From an optimization exercise on the open Yosys and OpenROAD flow, aimed at small area; shortcuts taken in it are not production practice.
Only simulation tests tie the RTL to the original design; equivalence was not proved.
Power and IR drop assume default switching activity.

the baseline:
Design gpio_mux_ctrl, start of the top module:
module gpio_mux_ctrl #(
   parameter int          NUM_TEAMS    = 12,
   parameter int          NUM_PINS     = 34,
   parameter logic [31:0] BASE_ADDR    = 32'h3000_0000,
   parameter int          BLANK_CYCLES = 4
) (
   input  logic                          wb_clk_i,
   input  logic                          wb_rst_ni,
   input  logic                          wbs_stb_i,
   input  logic                          wbs_cyc_i,
   input  logic                          wbs_we_i,
   input  logic [3:0]                    wbs_sel_i,
   input  logic [31:0]                   wbs_dat_i,
   input  logic [31:0]                   wbs_adr_i,
   output logic                          wbs_ack_o,
   output logic [31:0]                   wbs_dat_o,
   input  logic [NUM_TEAMS*NUM_PINS-1:0] designs_gpio_out,
   input  logic [NUM_TEAMS*NUM_PINS-1:0] designs_gpio_oeb,
   output logic [NUM_PINS-1:0]           gpio_out,
   output logic [NUM_PINS-1:0]           gpio_oeb,
   output logic                          busy_o
);
Size: ~1700 cells after synthesis, roughly 990 I/O pins.
export LEC_CHECK = 0
export CAP_MARGIN = 20
export CORE_AREA = 10 10 350 350
export DIE_AREA = 0 0 360 360
export SLEW_MARGIN = 20
export SYNTH_HIERARCHICAL = 1
create_clock -name core_clock -period 7.0 [get_ports {wb_clk_i}]
standard.sh (not shown) runs the stock make flow with config.mk's settings and CLKGATE_MAP_FILE= SYNTH_SCRIPT=/design/flow/synth_recipe.tcl, a recipe that flattens the netlist after the stock synthesis.
==> flow/flow/run.sh <==
#!/bin/bash
# Standard ORFS layout with two changes:
#  - after the standard synthesis, every combinational cell is given the
#    smallest-area variant of its family (the resizer upsizes where timing,
#    slew or load needs it); registers keep their cells;
#  - the port buffers are the smallest buffer (buf_1);
#  - the clock tree uses larger sink clusters and no dummy loads.
set -euo pipefail
R=orfs/results/sky130hd/gpio_mux_ctrl/base
ARGS=('BUFFER_PORTS_ARGS=-buffer_cell sky130_fd_sc_hd__buf_1'
      'CTS_ARGS=-sink_clustering_enable -repair_clock_nets -dont_use_dummy_load -buf_list sky130_fd_sc_hd__clkbuf_4 -sink_clustering_size 8 -sink_clustering_max_diameter 50')
bash standard.sh "${ARGS[@]}" synth > log_synth.log 2>&1
python3 flow/downsize.py "$FLOW_HOME/platforms/sky130hd/lib/sky130_fd_sc_hd__tt_025C_1v80.lib" \
   "$R/1_2_yosys.v" > log_downsize.log 2>&1
rm -f "$R/1_synth.odb" "$R/1_synth.sdc"
bash standard.sh "${ARGS[@]}" finish > log_finish.log 2>&1
Other scripts of this flow, unchanged in this note and not shown: flow/flow/downsize.py
The baseline finished end to end and its layout was clean on timing, DRC and antenna.
Edits applied to the flow inputs when going from the baseline to the candidate:
-- flow/design.v --
<<< the baseline, line 76
   assign commit_s   = wr_s & (word_s == CTRL_WORD) & wbs_sel_i[0] & wbs_dat_i[0] & ~busy_s;
   assign commit_n_s = ~commit_s;
   assign keep_s     = ~last_s;
   for (genvar b = 0; b < 4; b++) begin : g_lane
      assign wcode_s[b]  = enc(wbs_dat_i[8*b +: 8]);
>>> the candidate, line 76
   assign commit_s   = wr_s & (word_s == CTRL_WORD) & wbs_sel_i[0] & wbs_dat_i[0] & ~busy_s;
   assign commit_n_s = ~commit_s;
   assign keep_s     = ~last_s & ~commit_s;
   for (genvar b = 0; b < 4; b++) begin : g_lane
      assign wcode_s[b]  = enc(wbs_dat_i[8*b +: 8]);
<<< the baseline, line 175
         shadow_r <= '0;
         active_r <= '0;
         blank_r  <= '0;
      end else begin
         shadow_r <= shadow_d_s;
         active_r <= active_d_s;
         blank_r  <= blank_d_s;
      end
   end
   for (genvar b = 0; b < 4; b++) begin : g_dat
>>> the candidate, line 175
         shadow_r <= '0;
         active_r <= '0;
      end else begin
         shadow_r <= shadow_d_s;
         active_r <= active_d_s;
      end
   end
   always_ff @(posedge wb_clk_i) begin
      blank_r <= blank_d_s;
   end
   for (genvar b = 0; b < 4; b++) begin : g_dat
On die area, the baseline and the candidate are basically level. The candidate vs. the baseline: estimated wirelength of the detail-placed design now larger; core utilization level; clock-pin slew of the registers on the worst-case setup and hold paths climbed 0.03 ns; wire length of the first global-routing pass went up; number of ordinary inverters in the final layout higher. On footprint of the flip-flops and latches: between the baseline and the candidate, it ends up higher for the baseline. [the candidate vs the baseline] depth of the worst register-to-register path: lower in the candidate. Any difference in detailed-route via count between the baseline and the candidate is small enough to ignore. The post-layout net count was comparable across the baseline and the candidate. Delta(area after synthesis, the candidate - the baseline) < 0. Compared with the baseline, the candidate shows a non-clock buffer instance count of the final layout that is 10 higher. The candidate falls short of the baseline in peak ir drop on the vdd network.

port drivers added, routing unchanged:
How much do the figures lean on ideal ports? The routed layouts below were timed once more, with nothing changed but the port constraints. Step 1, drivers: a clkbuf_16 drives wb_clk_i and a buf_2 each remaining input, both assumed. Step 2 also shifts input and output timing later by t, the mid clock arrival at the registers, as if the neighbouring blocks saw the same clock. Three values: ideal ports, drivers, drivers and shift; two values: the first two.
| run | t (ns) | slack for setup (ns) | worst setup path after step 2 |
|---|---|---|---|
| the baseline | 0.816 | 2.101 / 2.035 / 2.312 | input to output |
| the candidate | 0.786 | 2.028 / 1.957 / 2.064 | input to register |
After both steps setup and hold are still met in every run listed.
